Context: an optimization exercise on an open-source flow, tuned for small area, a short achievable clock period and few clock cycles per item. The choices shown serve that exercise and are no tape-out recipe. Only simulation tests tie the RTL to the original design; equivalence was not proved.

## design.v

```verilog
package aesPkg;
    typedef logic [7:0] byteT;
    typedef logic [31:0] wordT;
    typedef logic [128-1:0] blockT;
    typedef logic [3:0] roundIdxT;
    typedef enum logic [1:0] {
        sIdle,
        sExpand,
        sRound,
        sDone
    } aesStateT;
endpackage
`timescale 1ns/1ns
module sBoxRom
(
    input  logic [7:0] u,
    output logic [7:0] s
);
    logic U0, U1, U2, U3, U4, U5, U6, U7;
    logic T1, T2, T3, T4, T5, T6, T7, T8, T9, T10, T11, T12, T13, T14, T15, T16, T17, T18, T19, T20, T21, T22, T23, T24, T25, T26, T27, M1, M2, M3, M4, M5, M6, M7, M8, M9, M10, M11, M12, M13, M14, M15, M16, M17, M18, M19, M20, M21, M22, M23, M24, M25, M26, M27, M28, M29, M30, M31, M32, M33, M34, M35, M36, M37, M38, M39, M40, M41, M42, M43, M44, M45, M46, M47, M48, M49, M50, M51, M52, M53, M54, M55, M56, M57, M58, M59, M60, M61, M62, M63, L0, L1, L2, L3, L4, L5, L6, L7, L8, L9, L10, L11, L12, L13, L14, L15, L16, L17, L18, L19, L20, L21, L22, L23, L24, L25, L26, L27, L28, L29, S0, S1, S2, S3, S4, S5, S6, S7;
    assign U0 = u[7];
    assign U1 = u[6];
    assign U2 = u[5];
    assign U3 = u[4];
    assign U4 = u[3];
    assign U5 = u[2];
    assign U6 = u[1];
    assign U7 = u[0];
    assign T1 = U0 ^ U3;
    assign T2 = U0 ^ U5;
    assign T3 = U0 ^ U6;
    assign T4 = U3 ^ U5;
    assign T5 = U4 ^ U6;
    assign T6 = T1 ^ T5;
    assign T7 = U1 ^ U2;
    assign T8 = U7 ^ T6;
    assign T9 = U7 ^ T7;
    assign T10 = T6 ^ T7;
    assign T11 = U1 ^ U5;
    assign T12 = U2 ^ U5;
    assign T13 = T3 ^ T4;
    assign T14 = T6 ^ T11;
    assign T15 = T5 ^ T11;
    assign T16 = T5 ^ T12;
    assign T17 = T9 ^ T16;
    assign T18 = U3 ^ U7;
    assign T19 = T7 ^ T18;
    assign T20 = T1 ^ T19;
    assign T21 = U6 ^ U7;
    assign T22 = T7 ^ T21;
    assign T23 = T2 ^ T22;
    assign T24 = T2 ^ T10;
    assign T25 = T20 ^ T17;
    assign T26 = T3 ^ T16;
    assign T27 = T1 ^ T12;
    assign M1 = T13 & T6;
    assign M2 = T23 & T8;
    assign M3 = T14 ^ M1;
    assign M4 = T19 & U7;
    assign M5 = M4 ^ M1;
    assign M6 = T3 & T16;
    assign M7 = T22 & T9;
    assign M8 = T26 ^ M6;
    assign M9 = T20 & T17;
    assign M10 = M9 ^ M6;
    assign M11 = T1 & T15;
    assign M12 = T4 & T27;
    assign M13 = M12 ^ M11;
    assign M14 = T2 & T10;
    assign M15 = M14 ^ M11;
    assign M16 = M3 ^ M2;
    assign M17 = M5 ^ T24;
    assign M18 = M8 ^ M7;
    assign M19 = M10 ^ M15;
    assign M20 = M16 ^ M13;
    assign M21 = M17 ^ M15;
    assign M22 = M18 ^ M13;
    assign M23 = M19 ^ T25;
    assign M24 = M22 ^ M23;
    assign M25 = M22 & M20;
    assign M26 = M21 ^ M25;
    assign M27 = M20 ^ M21;
    assign M28 = M23 ^ M25;
    assign M29 = M28 & M27;
    assign M30 = M26 & M24;
    assign M31 = M20 & M23;
    assign M32 = M27 & M31;
    assign M33 = M27 ^ M25;
    assign M34 = M21 & M22;
    assign M35 = M24 & M34;
    assign M36 = M24 ^ M25;
    assign M37 = M21 ^ M29;
    assign M38 = M32 ^ M33;
    assign M39 = M23 ^ M30;
    assign M40 = M35 ^ M36;
    assign M41 = M38 ^ M40;
    assign M42 = M37 ^ M39;
    assign M43 = M37 ^ M38;
    assign M44 = M39 ^ M40;
    assign M45 = M42 ^ M41;
    assign M46 = M44 & T6;
    assign M47 = M40 & T8;
    assign M48 = M39 & U7;
    assign M49 = M43 & T16;
    assign M50 = M38 & T9;
    assign M51 = M37 & T17;
    assign M52 = M42 & T15;
    assign M53 = M45 & T27;
    assign M54 = M41 & T10;
    assign M55 = M44 & T13;
    assign M56 = M40 & T23;
    assign M57 = M39 & T19;
    assign M58 = M43 & T3;
    assign M59 = M38 & T22;
    assign M60 = M37 & T20;
    assign M61 = M42 & T1;
    assign M62 = M45 & T4;
    assign M63 = M41 & T2;
    assign L0 = M61 ^ M62;
    assign L1 = M50 ^ M56;
    assign L2 = M46 ^ M48;
    assign L3 = M47 ^ M55;
    assign L4 = M54 ^ M58;
    assign L5 = M49 ^ M61;
    assign L6 = M62 ^ L5;
    assign L7 = M46 ^ L3;
    assign L8 = M51 ^ M59;
    assign L9 = M52 ^ M53;
    assign L10 = M53 ^ L4;
    assign L11 = M60 ^ L2;
    assign L12 = M48 ^ M51;
    assign L13 = M50 ^ L0;
    assign L14 = M52 ^ M61;
    assign L15 = M55 ^ L1;
    assign L16 = M56 ^ L0;
    assign L17 = M57 ^ L1;
    assign L18 = M58 ^ L8;
    assign L19 = M63 ^ L4;
    assign L20 = L0 ^ L1;
    assign L21 = L1 ^ L7;
    assign L22 = L3 ^ L12;
    assign L23 = L18 ^ L2;
    assign L24 = L15 ^ L9;
    assign L25 = L6 ^ L10;
    assign L26 = L7 ^ L9;
    assign L27 = L8 ^ L10;
    assign L28 = L11 ^ L14;
    assign L29 = L11 ^ L17;
    assign S0 = L6 ^ L24;
    assign S1 = ~(L16 ^ L26);
    assign S2 = ~(L19 ^ L28);
    assign S3 = L6 ^ L21;
    assign S4 = L20 ^ L22;
    assign S5 = L25 ^ L29;
    assign S6 = ~(L13 ^ L27);
    assign S7 = ~(L6 ^ L23);
    assign s[7] = S0;
    assign s[6] = S1;
    assign s[5] = S2;
    assign s[4] = S3;
    assign s[3] = S4;
    assign s[2] = S5;
    assign s[1] = S6;
    assign s[0] = S7;
endmodule
module sBoxFwd
(
    input  logic [7:0] a,
    input  logic [7:0] b,
    input  logic       selB,
    output logic [7:0] y
);
    logic [7:0] u;
    logic [7:0] s;
    assign u = selB ? b : a;
    logic U0, U1, U2, U3, U4, U5, U6, U7;
    logic T1, T2, T3, T4, T5, T6, T7, T8, T9, T10, T11, T12, T13, T14, T15, T16, T17, T18, T19, T20, T21, T22, T23, T24, T25, T26, T27, M1, M2, M3, M4, M5, M6, M7, M8, M9, M10, M11, M12, M13, M14, M15, M16, M17, M18, M19, M20, M21, M22, M23, M24, M25, M26, M27, M28, M29, M30, M31, M32, M33, M34, M35, M36, M37, M38, M39, M40, M41, M42, M43, M44, M45, M46, M47, M48, M49, M50, M51, M52, M53, M54, M55, M56, M57, M58, M59, M60, M61, M62, M63, L0, L1, L2, L3, L4, L5, L6, L7, L8, L9, L10, L11, L12, L13, L14, L15, L16, L17, L18, L19, L20, L21, L22, L23, L24, L25, L26, L27, L28, L29, S0, S1, S2, S3, S4, S5, S6, S7;
    assign U0 = u[7];
    assign U1 = u[6];
    assign U2 = u[5];
    assign U3 = u[4];
    assign U4 = u[3];
    assign U5 = u[2];
    assign U6 = u[1];
    assign U7 = u[0];
    assign T1 = U0 ^ U3;
    assign T2 = U0 ^ U5;
    assign T3 = U0 ^ U6;
    assign T4 = U3 ^ U5;
    assign T5 = U4 ^ U6;
    assign T6 = T1 ^ T5;
    assign T7 = U1 ^ U2;
    assign T8 = U7 ^ T6;
    assign T9 = U7 ^ T7;
    assign T10 = T6 ^ T7;
    assign T11 = U1 ^ U5;
    assign T12 = U2 ^ U5;
    assign T13 = T3 ^ T4;
    assign T14 = T6 ^ T11;
    assign T15 = T5 ^ T11;
    assign T16 = T5 ^ T12;
    assign T17 = T9 ^ T16;
    assign T18 = U3 ^ U7;
    assign T19 = T7 ^ T18;
    assign T20 = T1 ^ T19;
    assign T21 = U6 ^ U7;
    assign T22 = T7 ^ T21;
    assign T23 = T2 ^ T22;
    assign T24 = T2 ^ T10;
    assign T25 = T20 ^ T17;
    assign T26 = T3 ^ T16;
    assign T27 = T1 ^ T12;
    assign M1 = T13 & T6;
    assign M2 = T23 & T8;
    assign M3 = T14 ^ M1;
    assign M4 = T19 & U7;
    assign M5 = M4 ^ M1;
    assign M6 = T3 & T16;
    assign M7 = T22 & T9;
    assign M8 = T26 ^ M6;
    assign M9 = T20 & T17;
    assign M10 = M9 ^ M6;
    assign M11 = T1 & T15;
    assign M12 = T4 & T27;
    assign M13 = M12 ^ M11;
    assign M14 = T2 & T10;
    assign M15 = M14 ^ M11;
    assign M16 = M3 ^ M2;
    assign M17 = M5 ^ T24;
    assign M18 = M8 ^ M7;
    assign M19 = M10 ^ M15;
    assign M20 = M16 ^ M13;
    assign M21 = M17 ^ M15;
    assign M22 = M18 ^ M13;
    assign M23 = M19 ^ T25;
    assign M24 = M22 ^ M23;
    assign M25 = M22 & M20;
    assign M26 = M21 ^ M25;
    assign M27 = M20 ^ M21;
    assign M28 = M23 ^ M25;
    assign M29 = M28 & M27;
    assign M30 = M26 & M24;
    assign M31 = M20 & M23;
    assign M32 = M27 & M31;
    assign M33 = M27 ^ M25;
    assign M34 = M21 & M22;
    assign M35 = M24 & M34;
    assign M36 = M24 ^ M25;
    assign M37 = M21 ^ M29;
    assign M38 = M32 ^ M33;
    assign M39 = M23 ^ M30;
    assign M40 = M35 ^ M36;
    assign M41 = M38 ^ M40;
    assign M42 = M37 ^ M39;
    assign M43 = M37 ^ M38;
    assign M44 = M39 ^ M40;
    assign M45 = M42 ^ M41;
    assign M46 = M44 & T6;
    assign M47 = M40 & T8;
    assign M48 = M39 & U7;
    assign M49 = M43 & T16;
    assign M50 = M38 & T9;
    assign M51 = M37 & T17;
    assign M52 = M42 & T15;
    assign M53 = M45 & T27;
    assign M54 = M41 & T10;
    assign M55 = M44 & T13;
    assign M56 = M40 & T23;
    assign M57 = M39 & T19;
    assign M58 = M43 & T3;
    assign M59 = M38 & T22;
    assign M60 = M37 & T20;
    assign M61 = M42 & T1;
    assign M62 = M45 & T4;
    assign M63 = M41 & T2;
    assign L0 = M61 ^ M62;
    assign L1 = M50 ^ M56;
    assign L2 = M46 ^ M48;
    assign L3 = M47 ^ M55;
    assign L4 = M54 ^ M58;
    assign L5 = M49 ^ M61;
    assign L6 = M62 ^ L5;
    assign L7 = M46 ^ L3;
    assign L8 = M51 ^ M59;
    assign L9 = M52 ^ M53;
    assign L10 = M53 ^ L4;
    assign L11 = M60 ^ L2;
    assign L12 = M48 ^ M51;
    assign L13 = M50 ^ L0;
    assign L14 = M52 ^ M61;
    assign L15 = M55 ^ L1;
    assign L16 = M56 ^ L0;
    assign L17 = M57 ^ L1;
    assign L18 = M58 ^ L8;
    assign L19 = M63 ^ L4;
    assign L20 = L0 ^ L1;
    assign L21 = L1 ^ L7;
    assign L22 = L3 ^ L12;
    assign L23 = L18 ^ L2;
    assign L24 = L15 ^ L9;
    assign L25 = L6 ^ L10;
    assign L26 = L7 ^ L9;
    assign L27 = L8 ^ L10;
    assign L28 = L11 ^ L14;
    assign L29 = L11 ^ L17;
    assign S0 = L6 ^ L24;
    assign S1 = ~(L16 ^ L26);
    assign S2 = ~(L19 ^ L28);
    assign S3 = L6 ^ L21;
    assign S4 = L20 ^ L22;
    assign S5 = L25 ^ L29;
    assign S6 = ~(L13 ^ L27);
    assign S7 = ~(L6 ^ L23);
    assign s[7] = S0;
    assign s[6] = S1;
    assign s[5] = S2;
    assign s[4] = S3;
    assign s[3] = S4;
    assign s[2] = S5;
    assign s[1] = S6;
    assign s[0] = S7;
    assign y = s;
endmodule
`timescale 1ns/1ns
module keyExpander
(
    input  logic          backward,
    input  aesPkg::byteT  rcon,
    input  aesPkg::blockT keyIn,
    output aesPkg::blockT keyOut
);
    aesPkg::wordT w0, w1, w2, w3;
    aesPkg::wordT b3;
    aesPkg::wordT rotA;
    aesPkg::wordT rotB;
    aesPkg::wordT subOut;
    aesPkg::wordT t;
    assign {w0, w1, w2, w3} = keyIn;
    assign b3   = w3 ^ w2;
    assign rotA = {w3[23:0], w3[31:24]};
    assign rotB = {b3[23:0], b3[31:24]};
    for (genvar b = 0; b < 4; b++) begin : gSubWord
        sBoxFwd box (
            .a    (rotA[8*b +: 8]),
            .b    (rotB[8*b +: 8]),
            .selB (backward),
            .y    (subOut[8*b +: 8])
        );
    end
    assign t = subOut ^ {rcon, 24'h000000};
    always_comb begin
        if (backward) keyOut = {w0 ^ t, w1 ^ w0, w2 ^ w1, b3};
        else          keyOut = {w0 ^ t, w0 ^ w1 ^ t, w0 ^ w1 ^ w2 ^ t, w0 ^ w1 ^ w2 ^ w3 ^ t};
    end
endmodule
`timescale 1ns/1ns
module cipherRound
(
    input  logic          decrypt,
    input  aesPkg::blockT stateIn,
    input  aesPkg::blockT encKey,
    input  aesPkg::blockT decKey,
    input  aesPkg::blockT dataIn,
    input  aesPkg::blockT key,
    output aesPkg::blockT encNext,
    output aesPkg::blockT decNext,
    output aesPkg::blockT lastOut,
    output aesPkg::blockT encLoad,
    output aesPkg::blockT decStart
);
    localparam int BlockBits = 128;
    aesPkg::blockT encSub;
    aesPkg::blockT decKeyed;
    aesPkg::blockT mixIn;
    aesPkg::blockT mixOut;
    function automatic aesPkg::byteT xtime(input aesPkg::byteT a);
        xtime = {a[6:0], 1'b0} ^ (a[7] ? 8'h1b : 8'h00);
    endfunction
    function automatic aesPkg::byteT getByte(input aesPkg::blockT s, input int idx);
        getByte = s[BlockBits-1-8*idx -: 8];
    endfunction
    function automatic aesPkg::blockT shiftRows(input aesPkg::blockT s, input logic inv);
        aesPkg::blockT r;
        int src;
        r = '0;
        for (int c = 0; c < 4; c++) begin
            for (int row = 0; row < 4; row++) begin
                src = inv ? (c - row + 4) % 4 : (c + row) % 4;
                r[BlockBits-1-8*(4*c+row) -: 8] = s[BlockBits-1-8*(4*src+row) -: 8];
            end
        end
        shiftRows = r;
    endfunction
    function automatic aesPkg::blockT invAffineIn(input aesPkg::blockT s);
        aesPkg::blockT r;
        aesPkg::byteT a;
        for (int i = 0; i < 16; i++) begin
            a = s[8*i +: 8];
            r[8*i +: 8] = ({a[6:0], a[7]} ^ {a[4:0], a[7:5]}) ^ ({a[1:0], a[7:2]} ^ 8'h05);
        end
        invAffineIn = r;
    endfunction
    function automatic aesPkg::blockT invAffineKey(input aesPkg::blockT s, input aesPkg::blockT k);
        aesPkg::blockT r;
        aesPkg::byteT a;
        for (int i = 0; i < 16; i++) begin
            a = s[8*i +: 8];
            r[8*i +: 8] = ({a[6:0], a[7]} ^ {a[4:0], a[7:5]}) ^ ({a[1:0], a[7:2]} ^ (k[8*i +: 8] ^ 8'h05));
        end
        invAffineKey = r;
    endfunction
    function automatic aesPkg::blockT mixCols(input aesPkg::blockT s);
        aesPkg::blockT r;
        aesPkg::byteT a0, a1, a2, a3, p01, p12, p23, p30;
        r = '0;
        for (int c = 0; c < 4; c++) begin
            a0 = getByte(s, 4*c);
            a1 = getByte(s, 4*c+1);
            a2 = getByte(s, 4*c+2);
            a3 = getByte(s, 4*c+3);
            p01 = a0 ^ a1;
            p12 = a1 ^ a2;
            p23 = a2 ^ a3;
            p30 = a3 ^ a0;
            r[BlockBits-1-8*(4*c)   -: 8] = xtime(p01) ^ (a1 ^ p23);
            r[BlockBits-1-8*(4*c+1) -: 8] = xtime(p12) ^ (a2 ^ p30);
            r[BlockBits-1-8*(4*c+2) -: 8] = xtime(p23) ^ (a3 ^ p01);
            r[BlockBits-1-8*(4*c+3) -: 8] = xtime(p30) ^ (a0 ^ p12);
        end
        mixCols = r;
    endfunction
    function automatic aesPkg::byteT addMul4(input aesPkg::byteT a, input aesPkg::byteT q);
        aesPkg::byteT r;
        r[0] = a[0] ^ q[6];
        r[1] = a[1] ^ (q[7] ^ q[6]);
        r[2] = a[2] ^ (q[0] ^ q[7]);
        r[3] = a[3] ^ (q[1] ^ q[6]);
        r[4] = (a[4] ^ q[2]) ^ (q[7] ^ q[6]);
        r[5] = a[5] ^ (q[3] ^ q[7]);
        r[6] = a[6] ^ q[4];
        r[7] = a[7] ^ q[5];
        addMul4 = r;
    endfunction
    function automatic aesPkg::blockT preInvMix(input aesPkg::blockT s);
        aesPkg::blockT r;
        aesPkg::byteT a0, a1, a2, a3, u, v;
        r = '0;
        for (int c = 0; c < 4; c++) begin
            a0 = getByte(s, 4*c);
            a1 = getByte(s, 4*c+1);
            a2 = getByte(s, 4*c+2);
            a3 = getByte(s, 4*c+3);
            u = a0 ^ a2;
            v = a1 ^ a3;
            r[BlockBits-1-8*(4*c)   -: 8] = addMul4(a0, u);
            r[BlockBits-1-8*(4*c+1) -: 8] = addMul4(a1, v);
            r[BlockBits-1-8*(4*c+2) -: 8] = addMul4(a2, u);
            r[BlockBits-1-8*(4*c+3) -: 8] = addMul4(a3, v);
        end
        preInvMix = r;
    endfunction
    for (genvar i = 0; i < 16; i++) begin : gSub
        sBoxRom box (
            .u (stateIn[8*i +: 8]),
            .s (encSub[8*i +: 8])
        );
    end
    assign decKeyed = invAffineKey(encSub, decKey);
    assign mixIn    = decrypt ? preInvMix(decKeyed) : encSub;
    assign mixOut   = mixCols(mixIn);
    assign encNext  = shiftRows(mixOut ^ encKey, 1'b0);
    assign decNext  = invAffineIn(shiftRows(mixOut, 1'b1));
    assign lastOut  = decrypt ? decKeyed : (encSub ^ encKey);
    assign encLoad  = shiftRows(dataIn ^ key, 1'b0);
    assign decStart = invAffineIn(shiftRows(stateIn ^ encKey, 1'b1));
endmodule
`timescale 1ns/1ns
module aesController
(
    input  logic          clk,
    input  logic          rst,
    input  logic          start,
    input  logic          decrypt,
    input  aesPkg::blockT key,
    input  aesPkg::blockT dataIn,
    input  aesPkg::blockT encNext,
    input  aesPkg::blockT decNext,
    input  aesPkg::blockT lastOut,
    input  aesPkg::blockT encLoad,
    input  aesPkg::blockT decStart,
    input  aesPkg::blockT keyNext,
    output aesPkg::blockT stateOut,
    output aesPkg::blockT keyOut,
    output aesPkg::byteT  rcon,
    output logic          keyBackward,
    output logic          decryptMode,
    output logic          ready,
    output logic          done
);
    localparam aesPkg::roundIdxT LastRound = 10;
    logic             busy;
    logic             expand;
    aesPkg::roundIdxT cnt;
    aesPkg::blockT    stateReg;
    aesPkg::blockT    keyReg;
    logic             accept;
    logic             expandLast;
    logic             lastRound;
    assign ready  = !busy;
    assign accept = start && !busy;
    assign stateOut    = stateReg;
    assign keyOut      = keyReg;
    assign keyBackward = decryptMode && !expand;
    assign expandLast  = cnt == LastRound;
    assign lastRound   = decryptMode ? (cnt == '0) : (cnt == LastRound);
    always_comb begin
        case (cnt)
            4'd1:    rcon = 8'h01;
            4'd2:    rcon = 8'h02;
            4'd3:    rcon = 8'h04;
            4'd4:    rcon = 8'h08;
            4'd5:    rcon = 8'h10;
            4'd6:    rcon = 8'h20;
            4'd7:    rcon = 8'h40;
            4'd8:    rcon = 8'h80;
            4'd9:    rcon = 8'h1b;
            4'd10:   rcon = 8'h36;
            default: rcon = 8'h00;
        endcase
    end
    always_ff @(posedge clk or posedge rst) begin
        if (rst) begin
            busy        <= 1'b0;
            done        <= 1'b0;
            expand      <= 1'b0;
            decryptMode <= 1'b0;
            cnt         <= '0;
        end else begin
            done <= 1'b0;
            if (accept) begin
                busy        <= 1'b1;
                expand      <= decrypt;
                decryptMode <= decrypt;
                cnt         <= aesPkg::roundIdxT'(1);
            end else if (busy) begin
                if (expand) begin
                    if (expandLast) begin
                        expand <= 1'b0;
                        cnt    <= LastRound - aesPkg::roundIdxT'(1);
                    end else begin
                        cnt <= cnt + aesPkg::roundIdxT'(1);
                    end
                end else begin
                    if (lastRound) begin
                        busy <= 1'b0;
                        done <= 1'b1;
                    end
                    cnt <= decryptMode ? cnt - aesPkg::roundIdxT'(1) : cnt + aesPkg::roundIdxT'(1);
                end
            end
        end
    end
    always_ff @(posedge clk) begin
        if (busy && !expand && decryptMode && !lastRound) begin
            stateReg <= decNext;
        end else if (busy && !expand && !decryptMode && !lastRound) begin
            stateReg <= encNext;
        end else if (accept) begin
            stateReg <= decrypt ? dataIn : encLoad;
        end else if (!expand) begin
            stateReg <= lastOut;
        end else if (expandLast) begin
            stateReg <= decStart;
        end
    end
    always_ff @(posedge clk) begin
        if (accept) keyReg <= key;
        else if (!(expand && expandLast)) keyReg <= keyNext;
    end
endmodule
`timescale 1ns/1ns
module aesCore
(
    input  logic  clk,
    input  logic  rst,
    input  logic  start,
    input  logic  decrypt,
    input  aesPkg::blockT key,
    input  aesPkg::blockT dataIn,
    output logic  ready,
    output logic  done,
    output aesPkg::blockT dataOut
);
    aesPkg::blockT encNext;
    aesPkg::blockT decNext;
    aesPkg::blockT lastOut;
    aesPkg::blockT encLoad;
    aesPkg::blockT decStart;
    aesPkg::blockT keyReg;
    aesPkg::blockT keyNext;
    aesPkg::byteT  rcon;
    logic          keyBackward;
    logic          decryptMode;
    aesController controller (
        .clk         (clk),
        .rst         (rst),
        .start       (start),
        .decrypt     (decrypt),
        .key         (key),
        .dataIn      (dataIn),
        .encNext     (encNext),
        .decNext     (decNext),
        .lastOut     (lastOut),
        .encLoad     (encLoad),
        .decStart    (decStart),
        .keyNext     (keyNext),
        .stateOut    (dataOut),
        .keyOut      (keyReg),
        .rcon        (rcon),
        .keyBackward (keyBackward),
        .decryptMode (decryptMode),
        .ready       (ready),
        .done        (done)
    );
    keyExpander expander (
        .backward (keyBackward),
        .rcon     (rcon),
        .keyIn    (keyReg),
        .keyOut   (keyNext)
    );
    cipherRound round (
        .decrypt  (decryptMode),
        .stateIn  (dataOut),
        .encKey   (keyNext),
        .decKey   (keyReg),
        .dataIn   (dataIn),
        .key      (key),
        .encNext  (encNext),
        .decNext  (decNext),
        .lastOut  (lastOut),
        .encLoad  (encLoad),
        .decStart (decStart)
    );
endmodule
```

## flow/abc.script

```
strash
dch
map -a
topo
stime -c
buffer -c
```

## constraint.sdc

```tcl
create_clock -name core_clock -period 10.0 [get_ports {clk}]
set_input_delay 2.0000 -clock core_clock [delete_from_list [all_inputs] [get_ports {clk}]]
set_output_delay 2.0000 -clock core_clock [all_outputs]
set_load 0.01 [all_outputs]
```

## config.mk

```make
export PLATFORM = sky130hd
export DESIGN_NAME = aesCore
export DESIGN_NICKNAME = aesCore
export VERILOG_FILES = /design/flow/design.v
export SDC_FILE = /design/flow/constraint.sdc
export NUM_CORES = 8
export LEC_CHECK = 0
export CAP_MARGIN = 20
export CORE_MARGIN = 2
export CORE_UTILIZATION = 45
export PLACE_DENSITY = 0.55
export SETUP_SLACK_MARGIN = 1.5
export SLEW_MARGIN = 20
```

## standard.sh

```bash
#!/bin/bash
# synth_recipe.tcl (not shown) runs the flow's synth.tcl, then flattens the netlist and writes it again
# the make line also repeats each setting of config.mk as NAME=value (left out here)
make -C /OpenROAD-flow-scripts/flow DESIGN_CONFIG=/design/flow/config.mk WORK_HOME=/design/flow/orfs CLKGATE_MAP_FILE= SYNTH_SCRIPT=/design/flow/synth_recipe.tcl "${@:-finish}"
```

## flow/run.sh

```bash
#!/bin/bash
# Layout flow: the standard flow (standard.sh), except that synthesis maps
# the logic with ABC through flow/abc.script (area-oriented mapping that keeps
# the XOR structure, then fanout buffering) instead of ORFS's default script.
# Everything else in synthesis is the standard flow's own synth_recipe.tcl.
# Each step's output goes to a log file in this folder: synth.log, layout.log
# (ORFS's per-step logs are under orfs/logs/).
set -euo pipefail
work=$(pwd)
abc_script=$work/flow/abc.script
{
  echo "# synth_recipe.tcl with the ABC script replaced by $abc_script"
  echo 'proc abc {args} {'
  echo '  set i [lsearch -exact $args -script]'
  echo "  if {\$i >= 0} { lset args [expr {\$i + 1}] {$abc_script} }"
  echo '  yosys abc {*}$args'
  echo '}'
  cat "$work/synth_recipe.tcl"
} > "$work/flow_synth.tcl"
bash "$work/standard.sh" synth SYNTH_SCRIPT="$work/flow_synth.tcl" > "$work/synth.log" 2>&1
bash "$work/standard.sh" > "$work/layout.log" 2>&1
```

==> results.yml <==
status:
  outcome: "finished clean"
timing:
  fin_skew_ns: 0.03880
  report.final.setup_viol: 0
  fin_crit_ns: 8.276
  finalCritPeriodShare_pct: 82.76
  hold_violations: 0
  slew_headroom_pct: 16.39
  grt_setup_unrepaired: "true"
  setup-tns-final_ns: 0
  worstMarginPinSlew_ns: 1.241
  slew_viol_final: 0
  clock.fmax_mhz: 120.8
  holdWs_ns: 0.6568
cells_and_area:
  final_common_cell: "nand2_1"
  stdcell_area_um2: 76800
  final_net_count: 10450
  fillCellCount: 13950
  final_layout_size_suffix_gt1_share_pct: 15.91
  syn_to_final_growth_pct: 21.93
  mostFrequentLayoutCells: "1849 x nand2_1, 1485 x xor2_1, 1006 x inv_1"
  layout.cells.non_filler: 12050
floorplanning:
  chipHeight_um: 378.1
  die-width_um: 378.1
  ios: 390
  start_util_pct: 45.25
  die_area_um2: 143000
  row_count: 137
  coreArea_um2: 139200
routing:
  drc: 0
  routedWlPerCell_um: 25.41
  viasPerCell: 5.569
  ant_nets: 0
  routed_wl_um: 306200
  routed-via-count: 67110
  drtIter0Drc: 7992
  dr.pass1.iters: 7
grt:
  grt_pass1_vias: 60640
  grt_start_max_net_pins: 121
  track_usage_pct: 40.51
  grt_pass1_wl_um: 422600
  grt-ovfl-total: 0
  antenna_found_initial: 11
clocking:
  clock_sinks: 264
  clk_pin_slew_ns: 0.06
  cts_max_level: 2
  cts-buffers-inserted: 42
  root_buffer: "clkbuf_16"
  cts_tree: "built"
  clockBufferDepth: 3
  clock_latency_ns: 0.66
synthesis:
  yosys.cell_types.count: 58
  synth_top_cell_area_share_pct: 24.53
  ys_top_cells_by_area: "xor2_1 25%, xnor2_1 15%, edfxtp_1 12%"
  synth_area_um2: 62990
  seq_area_frac_synth_pct: 12.52
  synth-edff-count: 256
  synth_warnings: 3
  ys_ff_latch: 264
  synth_fp_nets: 9602
  postSynthAreaPerCell_um2: 6.776
  synth-async-reset-ratio_pct: 3.030
  synth_area_leader_cell: "xor2_1"
  synth_cells: 9295
  synth_ff_type: "edfxtp_1"
worst_setup_path:
  start_kind: "flip-flop"
  max_stage_delay_ns: 0.50
  cp_slowest_cell: "dfrtp_4"
  worst-setup-path-type: "reg2reg"
  crit_fanout: 26
  r2r_setup_slack_ns: 1.72
  cp.required_ns: 10.32
  worstPathArrival_ns: 8.59
  cp-end-kind: "flip-flop"
place:
  dpl-instance-area_um2: 68840
  io_buffer_count: 389
  dp_hpwl_um: 245100
  gp_congestion: 1.084
  dp.cells: 11700
min_path:
  hp-class: "reg2reg"
flow_run:
  cap_violations: 0
-- per-stage QoR --
stage,utilization [%],setup WS (ns)
6_report,55.18,1.724
5_1_grt,55.17,1.329
4_1_cts,51.51,1.488
3_5_place_dp,49.46,-0.2411
3_3_place_gp,49.46,-0.2864
2_1_floorplan,-,2.195
-- critical path, delay by kind of cell, from the launching register on --
kind	cells	cell delay, ns
buf+inv	11	1.24
xor+xnor	12	2.18
flops	1	0.50
fa+ha+maj	1	0.30
simple gates	16	2.53
compound gates	8	1.12
-- metal layers --
layer | track usage, % | vias up | share of wire, %
li1 | - | 30970 | -
met1 | 54.09 | 31570 | 40
met2 | 60.62 | 3770 | 42
met3 | 8.025 | 793 | 11
met4 | 22.94 | 8 | 7.1
met5 | 0 | - | 0.015
-- registers in the layout, summed over array words and instances, names as in the netlist --
register                cells
controller.busy             1
controller.done             1
controller.expand           1
controller.keyReg         128
controller.decryptMode      1
controller.cnt              4
controller.stateReg       128
-- Yosys cell counts (all sizes together) (3+ instances only) --
cell type and count:
a311oi 8, o221ai 20, buf 10, or2 221
o22ai 42, nand3b 11, o21bai 5, inv 1022
clkinv 4, nand3 207, xor2 1764, o311ai 13
edfxtp 256, o32ai 6, o211ai 32, a22oi 35
nand4 17, o21ai 795, xnor2 1067, a21oi 563
nor3b 4, and3 4, a31oi 56, nand2 1948
ha 47, nor2 714, clkbuf 216, a221oi 20
o2111ai 5, nor3 48, o31ai 23, o21a 24
a21o 5, dfrtp 8, a211oi 17, bufbuf 10
mux2i 7, clkdlybuf4s50 19, a32oi 6, a21boi 3
-- logic make-up (layout without fill, tap and decap cells) --
logic type	after synthesis	count (layout)	share of synthesized area (%)
xor gates and xnor gates	2831	2831	39.37
buffers and inverters	1283	2161	11.81
DFF	264	264	12.52
other	0	2	0
adders and majority gates	47	47	0.9336
and+or+nand+nor	3177	3177	20.56
AOI/OAI and AO/OA	1686	1686	14.70
muxes	7	7	0.1112
-- layout make-up --
cell class / count / area (um2) / share of cell area [%]
tap: 1876 / 2347 / 3.056
sequential: 264 / 7895 / 10.28
multi-input combinational: 7748 / 51990 / 67.70
inverter: 1026 / 3895 / 5.072
antenna: 2 / 5.005 / 0.006517
timing repair buffer: 1060 / 9294 / 12.10
clock buffer: 47 / 1070 / 1.393
clock inverter: 28 / 302.8 / 0.3943
-- path summary, 6_finish.rpt --
| kind | cells past startpoint | to | startpoint |
|---|---|---|---|
| setup / recovery | 48 | controller.stateReg[109] | controller.decryptMode |
| hold / removal | 1 | controller.cnt[0] | controller.cnt[0] |
| setup reg to reg | 48 | controller.stateReg[109] | controller.decryptMode |
| hold reg to reg | 1 | controller.cnt[0] | controller.cnt[0] |
| max in group asynchronous | 2 | controller.expand | rst |
| min in group asynchronous | 2 | controller.busy | rst |
-- what timing repair did --
action                                  in CTS  in global routing
endpoints found under the setup margin     125                128
gates resized for setup                    171                614
gates cloned                                 1                  2
hold buffers                                 0                  0
hold endpoints to repair                     0                  0
buffers inserted                            50                224
pin swaps                                   15                133
Testbench counts, summed over its fixed seeds: cycles 12,108, items 768.

afterwards: timing with drivers on the ports:
In the flow no input, the clock included, has a driving cell. The finished layout below was timed again as built, in two steps. Step 1 (the two cells are an assumption about what drives the block):
set clk [get_ports {clk}]
set_driving_cell -lib_cell sky130_fd_sc_hd__clkbuf_16 $clk
set_driving_cell -lib_cell sky130_fd_sc_hd__buf_2 [delete_from_list [all_inputs] $clk]
Step 2, shift: input delay + t, output delay - t, t = (earliest + latest rising clock arrival at the registers) / 2. This alone moves slack from input paths to output paths. Slacks: no drivers / after step 1 / after step 2; pairs: no drivers / after step 1.
t, ns: 0.732
slack for setup (ns): 1.724 / 1.724 / 1.724
worst register clock-pin slew, ns: 0.07 / 0.07
After both steps this run still meets setup and hold. For this run, drivers alone change the setup slack by 0.000 ns; drivers and shift together by 0.000 ns.
